This is an optimization exercise on Yosys and OpenROAD, whose aim is small area and a short achievable clock period, not a production implementation.
Function was checked by simulation only, so behaviour that the tests miss may differ from the original.
Power figures rest on the tool's default switching activity, not on a simulated workload.

job 9471:
// fir_filter
module fir_filter (
   input  logic               clk,
   input  logic               rst,
   input  logic signed [15:0] inp,
   output logic signed [39:0] outp
);
   logic [15:0] d [26];
   logic [31:0] y_q;
   logic r6_0_0;
   logic m_r6_0_0;
   logic r6_0_1;
   logic m_r6_0_1;
   logic r6_1_0;
   logic m_r6_1_0;
   logic r6_1_1;
   logic m_r6_1_1;
   logic r6_2_0;
   logic m_r6_2_0;
   logic r6_2_1;
   logic m_r6_2_1;
   logic r6_3_0;
   logic m_r6_3_0;
   logic r6_3_1;
   logic m_r6_3_1;
   logic r6_4_0;
   logic m_r6_4_0;
   logic r6_4_1;
   logic m_r6_4_1;
   logic r6_5_0;
   logic m_r6_5_0;
   logic r6_5_1;
   logic m_r6_5_1;
   logic r6_6_0;
   logic m_r6_6_0;
   logic r6_6_1;
   logic m_r6_6_1;
   logic r6_7_0;
   logic m_r6_7_0;
   logic r6_7_1;
   logic m_r6_7_1;
   logic r6_8_0;
   logic m_r6_8_0;
   logic r6_8_1;
   logic m_r6_8_1;
   logic r6_9_0;
   logic m_r6_9_0;
   logic r6_9_1;
   logic m_r6_9_1;
   logic r6_10_0;
   logic m_r6_10_0;
   logic r6_10_1;
   logic m_r6_10_1;
   logic r6_11_0;
   logic m_r6_11_0;
   logic r6_11_1;
   logic m_r6_11_1;
   logic r6_12_0;
   logic m_r6_12_0;
   logic r6_12_1;
   logic m_r6_12_1;
   logic r6_13_0;
   logic m_r6_13_0;
   logic r6_13_1;
   logic m_r6_13_1;
   logic r6_14_0;
   logic m_r6_14_0;
  ...
clock: 9.0 ns
lec_check: 0
cap_margin: 20
core_margin: 2
core_utilization: 40
cts_buf_list: sky130_fd_sc_hd__clkbuf_16
cts_cluster_diameter: 80
cts_cluster_size: 30
setup_slack_margin: 4.3
slew_margin: 20
synth_hierarchical: 1
synth_minimum_keep_size: 0
run.sh (not shown) runs the stock make flow with config.mk's settings and CLKGATE_MAP_FILE= SYNTH_SCRIPT=/design/flow/synth_recipe.tcl, a recipe that flattens the netlist after the stock synthesis.
Job 9471: PASS, flow complete, no timing, DRC or antenna violations
--- input diff job 9471..job 7148 ---
--- a/flow/config.mk
+++ b/flow/config.mk
@@ -12,5 +12,4 @@
 export CTS_CLUSTER_DIAMETER = 80
 export CTS_CLUSTER_SIZE = 30
-export SETUP_SLACK_MARGIN = 4.3
 export SLEW_MARGIN = 20
 export SYNTH_HIERARCHICAL = 1
Results
From job 9471 to job 7148 the numbers moved as follows: least setup slack across all paths after layout fell 770 ps; worst hold slack across all endpoints about even. Between job 9471 and job 7148, growth of design area from synthesis to finish decreased. Density: job 7148 sparser than job 9471.
--- input diff job 7148..job 3828 ---
--- a/flow/config.mk
+++ b/flow/config.mk
@@ -12,4 +12,5 @@
 export CTS_CLUSTER_DIAMETER = 80
 export CTS_CLUSTER_SIZE = 30
+export SETUP_SLACK_MARGIN = 4.9
 export SLEW_MARGIN = 20
 export SYNTH_HIERARCHICAL = 1
Results
- The flow did not stop early for job 3828: all stages ran, and the layout cleared the timing, DRC and antenna checks.
- When the final numbers for job 7148 and job 3828 were put side by side, the post-route cell area turned out to be smaller in job 7148.
- r2_19_0 as the end point of the critical path was reported by job 3828, and y_q[21] by job 7148.
- Against job 7148, job 3828 comes in 8.7 points higher on area growth from synthesis to layout.
- From job 7148 to job 3828 the numbers moved as follows: wire length of the first global-routing pass went up 5.5%; routed via count divided by cell count was more or less identical; multi-input logic portion of the cell area went down by 1.8 points; routed length on met2 has increased.
## Diff of input files: job 8624 against job 3828
--- a/flow/config.mk
+++ b/flow/config.mk
@@ -12,5 +12,5 @@
 export CTS_CLUSTER_DIAMETER = 80
 export CTS_CLUSTER_SIZE = 30
-export SETUP_SLACK_MARGIN = 4.9
+export SETUP_SLACK_MARGIN = 4.6
 export SLEW_MARGIN = 20
 export SYNTH_HIERARCHICAL = 1
==> run summary <==
Job 8624: flow completed, timing, DRC and antenna clean. In job 8624 relative to job 3828, clock power had gone down by a few percent. Job 8624 against job 3828: final cell area excluding filler cells -2100 um^2; power density over the cells saw a decrease; global placement routability congestion shows a reduction of 0.0073. Comparing job 8624 against job 3828, there is no change at all in setup-violating endpoint count in the final report.

separate check: timing with driven ports:
The results above use ideal ports. As a check the final layouts listed here were re-extracted and re-timed, cells and wires unchanged. Step 1 sets driving cells, clkbuf_16 on the clock port and buf_2 on the other inputs (assumed; they add their load-dependent delay and slew). Step 2, shift: input delay + t, output delay - t, t = (earliest + latest rising clock arrival at the registers) / 2. This alone moves slack from input paths to output paths. Three values: no drivers, after step 1, after step 2; two values: the first two.
| run | t (ns) | setup slack, ns | worst data-port slew with drivers (ns) |
|---|---|---|---|
| job 9471 | 0.756 | 4.352 / 4.352 / 4.352 | 0.05 |
| job 7148 | 0.754 | 3.587 / 3.587 / 3.587 | 0.05 |
| job 3828 | 0.753 | 4.499 / 4.499 / 4.499 | 0.05 |
| job 8624 | 0.758 | 4.355 / 4.355 / 4.355 | 0.05 |
After both steps every run listed still meets setup and hold.
